From an optimization exercise on the open Yosys and OpenROAD flow, aimed at small area, a short achievable clock period and few clock cycles; shortcuts taken in it are not production practice. Only simulation tests tie the RTL to the original design; equivalence was not proved. Power is estimated from default activity; no workload was simulated.

==> design/flow/flow/run.sh <==
#!/bin/bash
set -euo pipefail
bash standard.sh "BUFFER_PORTS_ARGS=-buffer_cell sky130_fd_sc_hd__buf_2" finish > standard_flow.log 2>&1
==> design/flow/standard.sh <==
#!/bin/bash
# synth_recipe.tcl (not shown) runs the flow's synth.tcl, then flattens the netlist and writes it again
# the make line also repeats each setting of config.mk as NAME=value (left out here)
make -C /OpenROAD-flow-scripts/flow DESIGN_CONFIG=/design/flow/config.mk WORK_HOME=/design/flow/orfs CLKGATE_MAP_FILE= SYNTH_SCRIPT=/design/flow/synth_recipe.tcl "${@:-finish}"
==> design/flow/design.v <==
package rqscp_pkg;
    localparam int QUEUE_DEPTH    = 8;
    localparam int SMALL_BUFFERS  = 8;
    localparam int MEDIUM_BUFFERS = 4;
    localparam int LARGE_BUFFERS  = 2;
    localparam int CNT_W  = 4;
    localparam int IDX_W  = 3;
    localparam int CLS_W  = 2;
    localparam int LEN_W  = 16;
    localparam int DATA_W = 73;
    localparam int ENTRY_W = DATA_W + CLS_W + IDX_W;
    localparam int CFG_ADDR_W = 2;
    localparam int CFG_DATA_W = 16;
    localparam logic [LEN_W-1:0] SMALL_BYTES_RST  = 16'd64;
    localparam logic [LEN_W-1:0] MEDIUM_BYTES_RST = 16'd256;
    localparam logic [LEN_W-1:0] LARGE_BYTES_RST  = 16'd4096;
    localparam int S_TDATA_W = 80;
    localparam int S_TUSER_W = 2;
    localparam int M_TDATA_W = 88;
    localparam int M_TUSER_W = 2;
    localparam logic [1:0] ACT_ENQUEUE = 2'd0;
    localparam logic [1:0] ACT_DEQUEUE = 2'd1;
    localparam logic [1:0] ST_DONE  = 2'd0;
    localparam logic [1:0] ST_FULL  = 2'd1;
    localparam logic [1:0] ST_NOFIT = 2'd2;
    localparam logic [1:0] ST_EMPTY = 2'd3;
    localparam logic [1:0] CLS_SMALL  = 2'd0;
    localparam logic [1:0] CLS_MEDIUM = 2'd1;
    localparam logic [1:0] CLS_LARGE  = 2'd2;
endpackage
module rqscp_ctrl
(
    input  logic clk,
    input  logic rst_n,
    input  logic s_tvalid,
    output logic s_tready,
    output logic m_tvalid,
    input  logic m_tready,
    output logic accept,
    output logic exec,
    output logic go,
    output logic busy
);
    logic busy_reg;
    logic pending_reg;
    assign go       = !pending_reg || m_tready;
    assign exec     = busy_reg && go;
    assign s_tready = !busy_reg || !pending_reg || m_tready;
    assign accept   = s_tvalid && s_tready;
    assign m_tvalid = pending_reg;
    assign busy     = busy_reg;
    always_ff @(posedge clk or negedge rst_n)
    begin
        if (!rst_n)
        begin
            busy_reg    <= 1'b0;
            pending_reg <= 1'b0;
        end
        else
        begin
            busy_reg    <= accept || (busy_reg && !exec);
            pending_reg <= exec || (pending_reg && !m_tready);
        end
    end
endmodule
module rqscp_dpath
(
    input  logic                                 clk,
    input  logic                                 rst_n,
    input  logic                                 accept,
    input  logic                                 exec,
    input  logic                                 go,
    input  logic                                 busy,
    input  logic                                 s_tready,
    input  logic [rqscp_pkg::S_TUSER_W-1:0]      action,
    input  logic [rqscp_pkg::DATA_W-1:0]         din,
    input  logic                                 cfg_we,
    input  logic [rqscp_pkg::CFG_ADDR_W-1:0]     cfg_addr,
    input  logic [rqscp_pkg::CFG_DATA_W-1:0]     cfg_wdata,
    output logic [rqscp_pkg::M_TUSER_W-1:0]      status,
    output logic [rqscp_pkg::CNT_W-1:0]          entry_count,
    output logic                                 head_valid,
    output logic [rqscp_pkg::ENTRY_W-1:0]        head
);
    localparam int D  = rqscp_pkg::QUEUE_DEPTH;
    localparam int DW = rqscp_pkg::DATA_W;
    localparam int TW = rqscp_pkg::CLS_W + rqscp_pkg::IDX_W;
    localparam int CW = 4;
    localparam int LW = rqscp_pkg::LEN_W;
    function automatic logic le16(input logic [LW-1:0] a, input logic [LW-1:0] b);
        logic [15:0] g1, l1;
        logic [7:0]  g2, l2;
        logic [3:0]  g3, l3;
        logic [1:0]  g4, l4;
        g1 = a & ~b;
        l1 = ~a & b;
        for (int i = 0; i < 8; i++)
        begin
            g2[i] = g1[2*i+1] | (!l1[2*i+1] & g1[2*i]);
            l2[i] = l1[2*i+1] | (!g1[2*i+1] & l1[2*i]);
        end
        for (int i = 0; i < 4; i++)
        begin
            g3[i] = g2[2*i+1] | (!l2[2*i+1] & g2[2*i]);
            l3[i] = l2[2*i+1] | (!g2[2*i+1] & l2[2*i]);
        end
        for (int i = 0; i < 2; i++)
        begin
            g4[i] = g3[2*i+1] | (!l3[2*i+1] & g3[2*i]);
            l4[i] = l3[2*i+1] | (!g3[2*i+1] & l3[2*i]);
        end
        le16 = !(g4[1] | (!l4[1] & g4[0]));
    endfunction
    logic [LW-1:0] small_bytes_reg;
    logic [LW-1:0] medium_bytes_reg;
    logic [LW-1:0] large_bytes_reg;
    logic [1:0]    act_reg;
    logic [2:0]    le_reg;
    logic          enq_nf_reg;
    logic          full_next;
    logic [DW-1:0]                        data_reg [0:D-1];
    logic [TW-1:0]                        tag0_reg;
    logic [CW-1:0]                        code_reg [1:D-1];
    logic [TW-1:0]                        tag1_dec;
    logic [CW-1:0]                        pick_code;
    logic [DW-1:0]                        data_next [0:D-1];
    logic [TW-1:0]                        tag0_next;
    logic [CW-1:0]                        code_next [1:D-1];
    logic [rqscp_pkg::CNT_W-1:0]          cnt_reg;
    logic                                 ne_reg;
    logic [rqscp_pkg::M_TUSER_W-1:0]      status_reg;
    logic [rqscp_pkg::SMALL_BUFFERS-1:0]  small_used_reg;
    logic [rqscp_pkg::MEDIUM_BUFFERS-1:0] medium_used_reg;
    logic [rqscp_pkg::LARGE_BUFFERS-1:0]  large_used_reg;
    logic [2:0]                           free_reg;
    logic [rqscp_pkg::SMALL_BUFFERS-1:0]  small_used_next;
    logic [rqscp_pkg::MEDIUM_BUFFERS-1:0] medium_used_next;
    logic [rqscp_pkg::LARGE_BUFFERS-1:0]  large_used_next;
    logic [LW-1:0]               len;
    logic                        full;
    logic                        is_enq, is_deq;
    logic                        fit_s, fit_m, fit_l, fit;
    logic                        use_s, use_m, use_l;
    logic                        enq_ok, deq_ok, go_enq, go_deq;
    logic                        many;
    logic [rqscp_pkg::CNT_W-1:0] cnt_inc, cnt_dec;
    logic [rqscp_pkg::SMALL_BUFFERS-1:0]  small_take, small_give;
    logic [rqscp_pkg::MEDIUM_BUFFERS-1:0] medium_take, medium_give;
    logic [rqscp_pkg::LARGE_BUFFERS-1:0]  large_take, large_give;
    logic [rqscp_pkg::IDX_W-1:0] small_idx, medium_idx, pick_idx;
    logic [rqscp_pkg::CLS_W-1:0] pick_cls;
    logic [TW-1:0]               pick;
    logic [rqscp_pkg::IDX_W-1:0] head_idx;
    logic [rqscp_pkg::CLS_W-1:0] head_cls;
    logic [D-1:0]                at_cnt;
    logic [D-1:0]                above, at_park, at_last;
    logic [D-1:0]                ld_e, ld_l, up_l, hold_l, pk_l;
    logic [D-1:0]                d_up, d_ld, d_hold;
    logic [D-1:0]                t_up, t_pk, t_hold;
    assign len  = din[72:57];
    assign full = cnt_reg[3];
    always_ff @(posedge clk)
    begin
        if (s_tready)
        begin
            act_reg    <= action;
            enq_nf_reg <= (action == rqscp_pkg::ACT_ENQUEUE) && !full_next;
            le_reg  <= {le16(len, large_bytes_reg), le16(len, medium_bytes_reg),
                        le16(len, small_bytes_reg)};
        end
    end
    always_comb
    begin
        small_take = '0;
        for (int i = rqscp_pkg::SMALL_BUFFERS - 1; i >= 0; i--)
            if (!small_used_reg[i]) small_take = 8'(1) << i;
        medium_take = '0;
        for (int i = rqscp_pkg::MEDIUM_BUFFERS - 1; i >= 0; i--)
            if (!medium_used_reg[i]) medium_take = 4'(1) << i;
        large_take = '0;
        for (int i = rqscp_pkg::LARGE_BUFFERS - 1; i >= 0; i--)
            if (!large_used_reg[i]) large_take = 2'(1) << i;
        small_idx  = {|small_take[7:4], |{small_take[7:6], small_take[3:2]},
                      |{small_take[7], small_take[5], small_take[3], small_take[1]}};
        medium_idx = {1'b0, |medium_take[3:2], medium_take[3] | medium_take[1]};
    end
    assign fit_s = le_reg[0] && free_reg[0];
    assign fit_m = le_reg[1] && free_reg[1];
    assign fit_l = le_reg[2] && free_reg[2];
    assign fit   = fit_s || fit_m || fit_l;
    assign use_s = fit_s;
    assign use_m = !fit_s && fit_m;
    assign use_l = !fit_s && !fit_m && fit_l;
    assign pick_cls = use_s ? rqscp_pkg::CLS_SMALL : (use_m ? rqscp_pkg::CLS_MEDIUM : rqscp_pkg::CLS_LARGE);
    assign pick_idx = ({3{use_s}} & small_idx) | ({3{use_m}} & medium_idx)
                    | {2'b00, use_l & large_take[1]};
    assign pick     = {pick_idx, pick_cls};
    assign pick_code = use_s ? {1'b0, small_idx}
                     : (use_m ? {2'b10, medium_idx[1:0]} : {3'b110, large_take[1]});
    always_comb
    begin
        if (!code_reg[1][3])
            tag1_dec = {code_reg[1][2:0], rqscp_pkg::CLS_SMALL};
        else if (!code_reg[1][2])
            tag1_dec = {1'b0, code_reg[1][1:0], rqscp_pkg::CLS_MEDIUM};
        else
            tag1_dec = {2'b00, code_reg[1][0], rqscp_pkg::CLS_LARGE};
    end
    assign is_enq = (act_reg == rqscp_pkg::ACT_ENQUEUE);
    assign is_deq = (act_reg == rqscp_pkg::ACT_DEQUEUE);
    assign enq_ok = enq_nf_reg && fit;
    assign deq_ok = is_deq && ne_reg;
    assign go_enq = exec && enq_ok;
    assign go_deq = exec && deq_ok;
    assign many   = |cnt_reg[3:1];
    assign head_idx = tag0_reg[TW-1 -: rqscp_pkg::IDX_W];
    assign head_cls = tag0_reg[rqscp_pkg::CLS_W-1:0];
    always_comb
    begin
        small_give  = (head_cls == rqscp_pkg::CLS_SMALL)  ? 8'(1) << head_idx : '0;
        medium_give = (head_cls == rqscp_pkg::CLS_MEDIUM) ? 4'(1) << head_idx[1:0] : '0;
        large_give  = (head_cls[1]) ? 2'(1) << head_idx[0] : '0;
    end
    assign small_used_next  = (small_used_reg & ~({8{go_deq}} & small_give))
                            | ({8{go_enq && use_s}} & small_take);
    assign medium_used_next = (medium_used_reg & ~({4{go_deq}} & medium_give))
                            | ({4{go_enq && use_m}} & medium_take);
    assign large_used_next  = (large_used_reg & ~({2{go_deq}} & large_give))
                            | ({2{go_enq && use_l}} & large_take);
    always_ff @(posedge clk or negedge rst_n)
    begin
        if (!rst_n)
        begin
            small_bytes_reg  <= rqscp_pkg::SMALL_BYTES_RST;
            medium_bytes_reg <= rqscp_pkg::MEDIUM_BYTES_RST;
            large_bytes_reg  <= rqscp_pkg::LARGE_BYTES_RST;
        end
        else if (cfg_we)
        begin
            case (cfg_addr)
                2'd0: small_bytes_reg  <= cfg_wdata;
                2'd1: medium_bytes_reg <= cfg_wdata;
                2'd2: large_bytes_reg  <= cfg_wdata;
                default:
                begin
                end
            endcase
        end
    end
    always_ff @(posedge clk or negedge rst_n)
    begin
        if (!rst_n)
        begin
            cnt_reg         <= '0;
            ne_reg          <= 1'b0;
            status_reg      <= rqscp_pkg::ST_DONE;
            small_used_reg  <= '0;
            medium_used_reg <= '0;
            large_used_reg  <= '0;
            free_reg        <= '1;
        end
        else
        begin
            if (exec)
            begin
                if (is_enq)
                    status_reg <= full ? rqscp_pkg::ST_FULL
                                : (fit ? rqscp_pkg::ST_DONE : rqscp_pkg::ST_NOFIT);
                else if (is_deq)
                    status_reg <= ne_reg ? rqscp_pkg::ST_DONE : rqscp_pkg::ST_EMPTY;
                else
                    status_reg <= rqscp_pkg::ST_DONE;
            end
            if (go_enq)
            begin
                cnt_reg <= cnt_inc;
                ne_reg  <= 1'b1;
            end
            else if (go_deq)
            begin
                cnt_reg <= cnt_dec;
                ne_reg  <= many;
            end
            small_used_reg  <= small_used_next;
            medium_used_reg <= medium_used_next;
            large_used_reg  <= large_used_next;
            free_reg        <= {!(&large_used_next), !(&medium_used_next), !(&small_used_next)};
        end
    end
    assign full_next = go_enq ? at_cnt[D - 1] : (full && !go_deq);
    assign cnt_inc = cnt_reg + 1'b1;
    assign cnt_dec = cnt_reg - 1'b1;
    always_comb
    begin
        for (int i = 0; i < D; i++)
        begin
            at_cnt[i]  = (cnt_reg == 4'(i));
            above[i]   = (cnt_reg < 4'(i)) && (i > 1 || cnt_reg != 4'd0);
            at_park[i] = (i == 1) ? (at_cnt[0] || at_cnt[1]) : at_cnt[i];
            at_last[i] = (i < D - 1) ? at_cnt[i + 1] : full;
        end
        for (int i = 0; i < D; i++)
        begin
            ld_e[i] = (i > 0) && (above[i] || (at_park[i] && !(busy && enq_ok)));
            ld_l[i] = busy && (i > 0) && ((at_park[i] && at_cnt[0] && enq_ok)
                                          || (at_last[i] && deq_ok));
            up_l[i] = busy && deq_ok && (i < D - 1) && (cnt_reg > 4'(i + 1));
            pk_l[i] = busy && enq_ok && at_cnt[i];
        end
        up_l[0]   = busy && ((deq_ok && many) || (enq_ok && at_cnt[0]));
        pk_l[0]   = busy && enq_ok && at_cnt[0];
        hold_l    = ld_l | up_l;
    end
    for (genvar i = 0; i < D; i++)
    begin : g_selects
        if (i == 0)
        begin : g_head
            assign d_ld[0] = 1'b0;
            rqscp_and2 u_up
            (
                .a (go),
                .b (up_l[0]),
                .y (d_up[0])
            );
            rqscp_hold u_hold
            (
                .e (!ne_reg),
                .x (go),
                .l (busy && deq_ok),
                .y (d_hold[0])
            );
            rqscp_and2 u_pk
            (
                .a (go),
                .b (pk_l[0]),
                .y (t_pk[0])
            );
            rqscp_and2 u_tup
            (
                .a (go),
                .b (busy && deq_ok && many),
                .y (t_up[0])
            );
            assign t_hold[0] = d_hold[0];
        end
        else
        begin : g_rest
            rqscp_ldor u_ld
            (
                .e (ld_e[i]),
                .x (go),
                .l (ld_l[i]),
                .y (d_ld[i])
            );
            rqscp_and2 u_up
            (
                .a (go),
                .b (up_l[i]),
                .y (d_up[i])
            );
            rqscp_hold u_hold
            (
                .e (ld_e[i]),
                .x (go),
                .l (hold_l[i]),
                .y (d_hold[i])
            );
            rqscp_and2 u_pk
            (
                .a (go),
                .b (pk_l[i]),
                .y (t_pk[i])
            );
            assign t_up[i] = d_up[i];
            rqscp_hold u_thold
            (
                .e (1'b0),
                .x (go),
                .l (up_l[i] || pk_l[i]),
                .y (t_hold[i])
            );
        end
    end
    for (genvar i = 0; i < D; i++)
    begin : g_slot
        for (genvar b = 0; b < DW; b++)
        begin : g_data
            if (i == 0)
            begin : g_head
                rqscp_sel2 u_sel
                (
                    .b  (data_reg[1][b]),
                    .sb (d_up[0]),
                    .c  (data_reg[0][b]),
                    .sc (d_hold[0]),
                    .y  (data_next[0][b])
                );
            end
            else if (i == D - 1)
            begin : g_last
                rqscp_sel2 u_sel
                (
                    .b  (din[b]),
                    .sb (d_ld[i]),
                    .c  (data_reg[i][b]),
                    .sc (d_hold[i]),
                    .y  (data_next[i][b])
                );
            end
            else
            begin : g_mid
                rqscp_sel3 u_sel
                (
                    .a  (data_reg[i + 1][b]),
                    .sa (d_up[i]),
                    .b  (din[b]),
                    .sb (d_ld[i]),
                    .c  (data_reg[i][b]),
                    .sc (d_hold[i]),
                    .y  (data_next[i][b])
                );
            end
        end
        if (i == 0)
        begin : g_tag0
            for (genvar b = 0; b < TW; b++)
            begin : g_bit
                rqscp_sel3 u_sel
                (
                    .a  (tag1_dec[b]),
                    .sa (t_up[0]),
                    .b  (pick[b]),
                    .sb (t_pk[0]),
                    .c  (tag0_reg[b]),
                    .sc (t_hold[0]),
                    .y  (tag0_next[b])
                );
            end
        end
        else
        begin : g_code
            for (genvar b = 0; b < CW; b++)
            begin : g_bit
                if (i == D - 1)
                begin : g_last
                    rqscp_sel2 u_sel
                    (
                        .b  (pick_code[b]),
                        .sb (t_pk[i]),
                        .c  (code_reg[i][b]),
                        .sc (t_hold[i]),
                        .y  (code_next[i][b])
                    );
                end
                else
                begin : g_mid
                    rqscp_sel3 u_sel
                    (
                        .a  (code_reg[i + 1][b]),
                        .sa (t_up[i]),
                        .b  (pick_code[b]),
                        .sb (t_pk[i]),
                        .c  (code_reg[i][b]),
                        .sc (t_hold[i]),
                        .y  (code_next[i][b])
                    );
                end
            end
        end
    end
    always_ff @(posedge clk)
    begin
        tag0_reg <= tag0_next;
        for (int i = 0; i < D; i++)
            data_reg[i] <= data_next[i];
        for (int i = 1; i < D; i++)
            code_reg[i] <= code_next[i];
    end
    assign status      = status_reg;
    assign entry_count = cnt_reg;
    assign head_valid  = ne_reg;
    assign head        = {tag0_reg, data_reg[0]};
endmodule
module rqscp_sel3
(
    input  logic a,
    input  logic sa,
    input  logic b,
    input  logic sb,
    input  logic c,
    input  logic sc,
    output logic y
);
    assign y = (a & sa) | (b & sb) | (c & sc);
endmodule
module rqscp_sel2
(
    input  logic b,
    input  logic sb,
    input  logic c,
    input  logic sc,
    output logic y
);
    assign y = (b & sb) | (c & sc);
endmodule
module rqscp_and2
(
    input  logic a,
    input  logic b,
    output logic y
);
    assign y = a & b;
endmodule
module rqscp_ldor
(
    input  logic e,
    input  logic x,
    input  logic l,
    output logic y
);
    assign y = e | (x & l);
endmodule
module rqscp_hold
(
    input  logic e,
    input  logic x,
    input  logic l,
    output logic y
);
    assign y = !e & !(x & l);
endmodule
module request_queue_with_size_class_pool
(
    input  logic                                 clk,
    input  logic                                 rst_n,
    input  logic                                 s_tvalid,
    output logic                                 s_tready,
    input  logic [rqscp_pkg::S_TDATA_W-1:0]      s_tdata,
    input  logic [rqscp_pkg::S_TUSER_W-1:0]      s_tuser,
    output logic                                 m_tvalid,
    input  logic                                 m_tready,
    output logic [rqscp_pkg::M_TDATA_W-1:0]      m_tdata,
    output logic [rqscp_pkg::M_TUSER_W-1:0]      m_tuser,
    input  logic                                 cfg_we,
    input  logic [rqscp_pkg::CFG_ADDR_W-1:0]     cfg_addr,
    input  logic [rqscp_pkg::CFG_DATA_W-1:0]     cfg_wdata
);
    logic                                 accept;
    logic                                 exec;
    logic                                 go;
    logic                                 busy;
    logic [rqscp_pkg::CNT_W-1:0]          entry_count;
    logic                                 head_valid;
    logic [rqscp_pkg::ENTRY_W-1:0]        head;
    rqscp_ctrl u_ctrl
    (
        .clk      (clk),
        .rst_n    (rst_n),
        .s_tvalid (s_tvalid),
        .s_tready (s_tready),
        .m_tvalid (m_tvalid),
        .m_tready (m_tready),
        .accept   (accept),
        .exec     (exec),
        .go       (go),
        .busy     (busy)
    );
    rqscp_dpath u_dpath
    (
        .clk         (clk),
        .rst_n       (rst_n),
        .accept      (accept),
        .exec        (exec),
        .go          (go),
        .busy        (busy),
        .s_tready    (s_tready),
        .action      (s_tuser),
        .din         (s_tdata[rqscp_pkg::DATA_W-1:0]),
        .cfg_we      (cfg_we),
        .cfg_addr    (cfg_addr),
        .cfg_wdata   (cfg_wdata),
        .status      (m_tuser),
        .entry_count (entry_count),
        .head_valid  (head_valid),
        .head        (head)
    );
    assign m_tdata = {5'd0, head, head_valid, entry_count};
endmodule
==> design/flow/config.mk <==
export PLATFORM = sky130hd
export DESIGN_NAME = request_queue_with_size_class_pool
export DESIGN_NICKNAME = request_queue_with_size_class_pool
export VERILOG_FILES = /design/flow/design.v
export SDC_FILE = /design/flow/constraint.sdc
export NUM_CORES = 4
export LEC_CHECK = 0
export CAP_MARGIN = 20
export CORE_MARGIN = 2
export CORE_UTILIZATION = 45
export CTS_CLUSTER_DIAMETER = 80
export CTS_CLUSTER_SIZE = 20
export SETUP_SLACK_MARGIN = 2.6
export SLEW_MARGIN = 20
export SYNTH_HIERARCHICAL = 1
export SYNTH_MINIMUM_KEEP_SIZE = 0
==> design/flow/constraint.sdc <==
create_clock -name core_clock -period 5.0 [get_ports {clk}]
set_input_delay 1.0000 -clock core_clock [delete_from_list [all_inputs] [get_ports {clk}]]
set_output_delay 1.0000 -clock core_clock [all_outputs]
set_load 0.01 [all_outputs]
==> key figures, run 1 <==
Clock network
  • Root Driver: clkbuf_16
  • H-tree depth: 2
  • Clock transition at path regs: 90 ps
  • Num CTS Buffers: 42
  • Clk latency of the worst-skew pair: 610 ps
  • Clock sink count: 697
  • TritonCTS clock tree: yes
  • Clk buf depth: 3

GRT
  • Antenna violations before repair: 4
  • First-pass GRT wire length: 123 mm
  • Grt ovf: 0
  • Largest net degree at the start of global routing: 74
  • Gr usage total: 27.2%
  • Vias in the first global route: 20,400

Critical path
  • Reg2reg path depth: 9
  • Crit path max-delay family: compound AO/OA/AOI/OAI gates
  • Slowest cell on the critical path: dfrtp_2
  • Worst-path cell chain: clkinvlp_4 -> ha_4 -> nor3b_1 -> o21ai_1 -> o21ai_2 -> a21oi_4 -> buf_12 -> a222oi_1 -> inv_1
  • Crit path DAT: 2970 ps
  • Levels on crit path: 9
  • Worst-path fanout max: 19
  • Reg2reg setup slack: 2510 ps
  • Max incr delay on CP: 440 ps
  • Worst setup SP type: flop
  • Crit. End Element: flop
  • Worst path bufs/invs: 3
  • Setup Crit Path Kind: reg -> reg
  • Critical path required time: 5480 ps

STA
  • Endpoints failing setup: 0
  • Fmax: 402 MHz
  • Clock period minus worst slack: 2490 ps
  • Clock Skew: 21.2 ps
  • Hold slack: 220 ps
  • Final hold vios: 0
  • Final period util: 49.8%
  • Slew margin rel.: 20.5%
  • Worst-Margin Slew: 1180 ps
  • Max-slew violation count: 0
  • RSZ-0062 raised after global routing: true
  • Final setup TNS: 0 ps

Outcome
  • Status: no timing/DRC/antenna violations

Pwr
  • Comb pwr share: 42.9%
  • Sw power: 0.00931 W
  • Leakage: 14.6 nW
  • Sw Ratio: 39.6%
  • Seq pwr share: 41.9%
  • Power per cell area: 766 mW/mm^2
  • Clock power frac: 15.2%
  • Internal Power: 0.0142 W
  • VDD IR-drop max: 0.000517 V

Finish
  • Most frequent cells in the layout: dfxtp_1 (615), inv_1 (494), a222oi_1 (467)
  • Share of cells above drive strength 1: 21.2%
  • Layout Nets: 2,714
  • Area of the multi-input gates: 0.00951 mm^2
  • Most common library cell in the layout ignoring fill and taps: dfxtp_1
  • Fillers: 4,696
  • Register area: 0.0144 mm^2
  • Number of flip-flops in the largest register: 584
  • Syn-to-layout area delta: 21.6%

Min path
  • Hold WC Path Type: in -> async

Routing
  • Drt wl/cell: 25.3 um
  • Residual DRC: 0
  • Pre-antenna DRT Iters: 12
  • First DRT Iteration DRCs: 4,559
  • Via density: 6.47
  • WL final: 85.4 mm
  • Vias: 21,800
  • Routed Antenna Nets: 0

Floorplan
  • Initial Utilization: 45.7%
  • Die Wd: 241 um
  • Die ar.: 0.0579 mm^2
  • IO Pins: 197
  • Core ar.: 0.0552 mm^2
  • # rows: 86
  • Die H: 241 um

Synthesis
  • Syn_area_per_cell: 11.2 um^2
  • Area of the mapped netlist: 0.0252 mm^2
  • Post-synthesis cell count: 2,245
  • Yosys warns: 14

Placement
  • Port-buffer cells: 184
  • Post-detail-place hpwl: 41.6 mm
  • Final RePlAce weighted congestion: 0.791

Run
  • Max-Cap Viols: 0
==> per-layer routing <==
layer,vias to the layer above,global-route usage [%],wire length [um]
met3,145,4.21,8280
li1,9601,-,-
met1,10800,35.9,34600
met4,0,9.58,2610
met5,-,0,0
met2,1213,45.3,39900
==> final cells by class <==
type | count | area share, %
Clock buffer | 50 | 3.73
Clock inverter | 6 | 0.237
Tap cell | 748 | 3.05
Multi-Input combinational cell | 1049 | 31.0
Timing Repair Buffer | 315 | 8.75
Antenna cell | 5 | 0.0408
Sequential cell | 697 | 47.0
Inverter | 500 | 6.18
==> final timing paths <==
check	startpoint	endpoint
worst max-delay path	u_dpath.cnt_reg[1]	u_dpath.data_reg[4][52]
worst min-delay path	rst_n	u_dpath.small_used_reg[5]
worst max register to register	u_dpath.cnt_reg[1]	u_dpath.data_reg[4][52]
worst min register to register	u_dpath.data_reg[0][14]	u_dpath.data_reg[0][14]
max in group asynchronous	rst_n	u_dpath.cnt_reg[3]
min in group core_clock	u_dpath.data_reg[0][14]	u_dpath.data_reg[0][14]
==> timing repair <==
| item | CTS | global route |
|---|---|---|
| pin swaps | 15 | 27 |
| endpoints found under the setup margin | 633 | 467 |
| gates cloned | 21 | 11 |
| setup buffers | 43 | 36 |
| hold buffers | 0 | 0 |
| gates resized for setup | 131 | 58 |
==> power groups by stage <==
stage          clock (W)  sequential (W)  combinational [W]
2_1_floorplan          0         0.00954            0.00512
3_3_place_gp           0         0.00978            0.00757
3_5_place_dp           0         0.00988            0.00780
4_1_cts          0.00363         0.00976            0.00918
5_1_grt          0.00384          0.0101             0.0107
6_report         0.00356         0.00984             0.0101
==> through the flow <==
| stage | instance area [um^2] | power, W | worst slack [ps] | util [%] | cells |
|---|---|---|---|---|---|
| 2_1_floorplan | 25400 | 0.0147 | 2210 | - | 2255 |
| 3_3_place_gp | 27500 | 0.0173 | 1580 | 49.7 | 3198 |
| 3_5_place_dp | 27500 | 0.0177 | 1650 | 49.7 | 3198 |
| 4_1_cts | 29900 | 0.0226 | 2500 | 54.1 | 3318 |
| 5_1_grt | 30600 | 0.0247 | 2410 | 55.5 | 3368 |
| 6_report | 30700 | 0.0235 | 2510 | 55.5 | 3370 |
==> worst register-to-register path, cell delays in order (launching register included) <==
cell        delay [ps]
dfrtp_2            440
clkinvlp_4         180
ha_4               250
nor3b_1            310
o21ai_1            200
o21ai_2            140
a21oi_4            160
buf_12             250
a222oi_1           370
inv_1               80
Testbench counts, summed over its fixed seeds: cycles 12,016.
==> inputs of run 2 (changes only) <==
--- a/design/flow/config.mk
+++ b/design/flow/config.mk
@@ -10,7 +10,7 @@
 export CORE_UTILIZATION = 45
 export CTS_CLUSTER_DIAMETER = 80
 export CTS_CLUSTER_SIZE = 20
-export SETUP_SLACK_MARGIN = 2.6
+export SETUP_SLACK_MARGIN = 2.7
 export SLEW_MARGIN = 20
 export SYNTH_HIERARCHICAL = 1
 export SYNTH_MINIMUM_KEEP_SIZE = 0
==> run 2 against run 1 <==
Effect of this change:
- critical endpoint is now u_dpath.data_reg[1][72]
- utilization increased by 3.6 points
- highest routed layer is now met5
- combinational power rose by about 30%
- cell area rose by 6.5%
- sequential power is 0.7% higher
- first-iteration DRC count rose by 33%
- global-route usage grew 1.4 points
- non-clock buffer count grew 88
- sequential share of layout area down 2.8 points
- critical path depth is 3 higher
==> key figures, run 2 <==
Synthesis
  • Post-synthesis cell count: 2,245 (unchanged)
  • Yosys warns: 14 (unchanged)
  • Syn_area_per_cell: 11.2 um^2 (unchanged)
  • Area of the mapped netlist: 0.0252 mm^2 (unchanged)

Pwr
  • Total power: 0.0266 W (+13%)
  • Leakage: 15.5 nW (+6.5%)
  • VDD IR-drop max: 0.000433 V (-16%)
  • Power per cell area: 815 mW/mm^2 (+6.4%)

Critical path
  • Worst-path fanout max: 6 (-13)
  • Crit. End Element: flop
  • Most common cell on crit path: nand2_4
  • Crit path max-delay family: compound AO/OA/AOI/OAI gates
  • Slowest cell on the critical path: edfxtp_1
  • Critical path required time: 5470 ps (about the same)
  • Crit path from: u_dpath.le_reg[0]
  • Max incr delay on CP: 520 ps (+80 ps)
  • Setup Crit Path Kind: reg -> reg
  • R2R Path Start: u_dpath.le_reg[0]
  • Worst setup SP type: flop
  • Crit path DAT: 3110 ps (+140 ps)
  • Worst path bufs/invs: 4 (+1)
  • Worst-path cell chain: nand2_8 -> nand2_4 -> inv_4 -> nand2_4 -> and3_4 -> buf_4 -> a22oi_2 -> nor2_4 -> a21o_4 -> buf_12 -> a222oi_1 -> inv_1

GRT
  • Vias in the first global route: 20,800 (+1.6%)
  • Antenna violations before repair: 7 (+3)
  • Grt ovf: 0 (unchanged)
  • Largest net degree at the start of global routing: 79 (+6.8%)
  • Gr usage total: 28.5% (+1.4 points)
  • First-pass GRT wire length: 127 mm (+3.9%)

Clock network
  • H-tree depth: 2 (unchanged)
  • Num CTS Buffers: 42 (unchanged)
  • Root Driver: clkbuf_16
  • Clk latency of the worst-skew pair: 620 ps (about the same)
  • Clk buf depth: 3 (unchanged)
  • Clock sink count: 697 (unchanged)
  • Clock transition at path regs: 90 ps (about the same)
  • TritonCTS clock tree: yes

Finish
  • Most common library cell in the layout ignoring fill and taps: dfxtp_1
  • Most frequent cells in the layout: dfxtp_1 (611), inv_1 (493), a222oi_1 (467)
  • Number of flip-flops in the largest register: 584 (unchanged)
  • Syn-to-layout area delta: 29.5%
  • Register area: 0.0144 mm^2 (about the same)
  • Fillers: 4,388 (-6.6%)
  • Layout Nets: 2,809 (+3.5%)
  • Area of the multi-input gates: 0.00972 mm^2 (+2.3%)
  • Share of cells above drive strength 1: 24.6% (+3.5 points)

STA
  • Endpoints failing setup: 0 (unchanged)
  • Final hold vios: 0 (unchanged)
  • Fmax: 379 MHz (-5.7%)
  • Max-slew violation count: 0 (unchanged)
  • Clock Skew: 20.4 ps (-0.726 ps)
  • Final setup TNS: 0 ps (unchanged)
  • Final period util: 52.8% (+3.0 points)
  • Worst-Margin Slew: 1130 ps (-53.5 ps)
  • RSZ-0062 raised after global routing: true
  • Slew margin rel.: 24.1% (+3.6 points)
  • Clock period minus worst slack: 2640 ps (+151 ps)

Routing
  • WL final: 99.1 mm (+16%)
  • Drt wl/cell: 28.6 um (+13%)
  • Vias: 23,200 (+6.6%)
  • Via density: 6.71 (+3.7%)
  • Routed Antenna Nets: 0 (unchanged)
  • First DRT Iteration DRCs: 6,071 (+33%)
  • Residual DRC: 0 (unchanged)
  • Pre-antenna DRT Iters: 15 (+3)

Min path
  • Hold WC Path Type: in -> async

Run
  • Max-Cap Viols: 0 (unchanged)

Floorplan
  • Initial Utilization: 45.7% (unchanged)
  • IO Pins: 197 (unchanged)
  • Core ar.: 0.0552 mm^2 (unchanged)
  • Die ar.: 0.0579 mm^2 (unchanged)
  • Die Wd: 241 um (unchanged)
  • # rows: 86 (unchanged)
  • Die H: 241 um (unchanged)

Placement
  • Port-buffer cells: 184 (unchanged)
  • Final RePlAce weighted congestion: 0.822 (+3.9%)
  • Post-detail-place hpwl: 41.2 mm (-0.89%)

Outcome
  • Status: no timing/DRC/antenna violations
[run 2: through the flow]
stage | worst slack, ps | hold slack (ps) | std cells | util [%] | area, um^2
after floorplan | 2210 | 442 | 2255 | - | 25400
after global placement | 1630 | 448 | 3196 | 49.7 | 27500
after detailed placement | 1520 | 450 | 3196 | 49.8 | 27500
after CTS | 2540 | 472 | 3358 | 55.7 | 30700
after global routing | 2310 | 436 | 3460 | 59.1 | 32600
final | 2360 | 404 | 3464 | 59.1 | 32600
[run 2: final cells by class]
class,instances,share of cell area [%]
sequential,697,44.2
timing repair buffer,403,13.7
inverter,500,5.79
multi-input combinational,1056,29.8
clock buffer,48,3.42
tap,748,2.87
antenna,5,0.0383
clock inverter,7,0.261
[run 2: final timing paths]
path / slack (ps) / endpoint / cells after the start
max: 2360 / u_dpath.data_reg[1][72] / 12
min: 400 / u_dpath.small_used_reg[2] / 2
max reg2reg: 2360 / u_dpath.data_reg[1][72] / 12
min reg2reg: 470 / u_dpath.data_reg[0][0] / 1
max in group asynchronous: 3940 / u_dpath.medium_bytes_reg[8] / 3
min in group core_clock: 470 / u_dpath.data_reg[0][0] / 1
[run 2: where the power goes]
| group | switching, W | internal, W | total, W |
|---|---|---|---|
| combinational | 0.00725 | 0.00587 | 0.0131 |
| sequential | 0.00163 | 0.00828 | 0.00991 |
| clock | 0.00192 | 0.00165 | 0.00357 |
[run 2: timing repair]
item	CTS	global route
hold endpoints to repair	0	0
endpoints found under the setup margin	642	582
setup buffers	73	41
resized for setup	188	119
cloned	34	59
hold buffers	0	0
pin swaps	30	61
[run 2: metal layers]
metal | global-route usage, % | vias to the layer above | wire (um) | share of wire, %
met5 | 0 | - | 33 | 0.033
met4 | 9.98 | 6 | 4480 | 4.5
met3 | 5.16 | 319 | 13200 | 13
met2 | 45.9 | 1703 | 43800 | 44
met1 | 38.6 | 11400 | 37600 | 38
li1 | - | 9820 | - | -
[run 2: worst register-to-register path, stage by stage (launching register included)]
cell and delay (ps):
edfxtp_1 520, nand2_8 130, nand2_4 60, inv_4 70
nand2_4 60, and3_4 220, buf_4 140, a22oi_2 230
nor2_4 120, a21o_4 320, buf_12 200, a222oi_1 340
inv_1 90

-- separate check: timing with driven ports --
No port has a modelled driver above. Below, the same layouts with a new extraction and two added sets of constraints.
Step 1 sets driving cells, clkbuf_16 on the clock port and buf_2 on the other inputs (assumed; they add their load-dependent delay and slew).
Step 2 times the ports against the registers' clock, not the clock port: input delays grow and output delays shrink by t, the midpoint of the rising clock arrivals with the driver on.
Three values: ideal, step 1, step 2; two values: the first two.
run	t, ns	setup slack, ns	worst setup path after step 2	worst data-port slew with drivers (ns)
run 1	0.659	2.511 / 2.487 / 1.956	input to register	0.09
run 2	0.663	2.360 / 2.360 / 1.883	input to register	0.10
After both steps setup and hold are still met in every run listed. The setup slack of run 1, which loses most, moves by -0.024 ns with the drivers and by -0.555 ns with both steps.
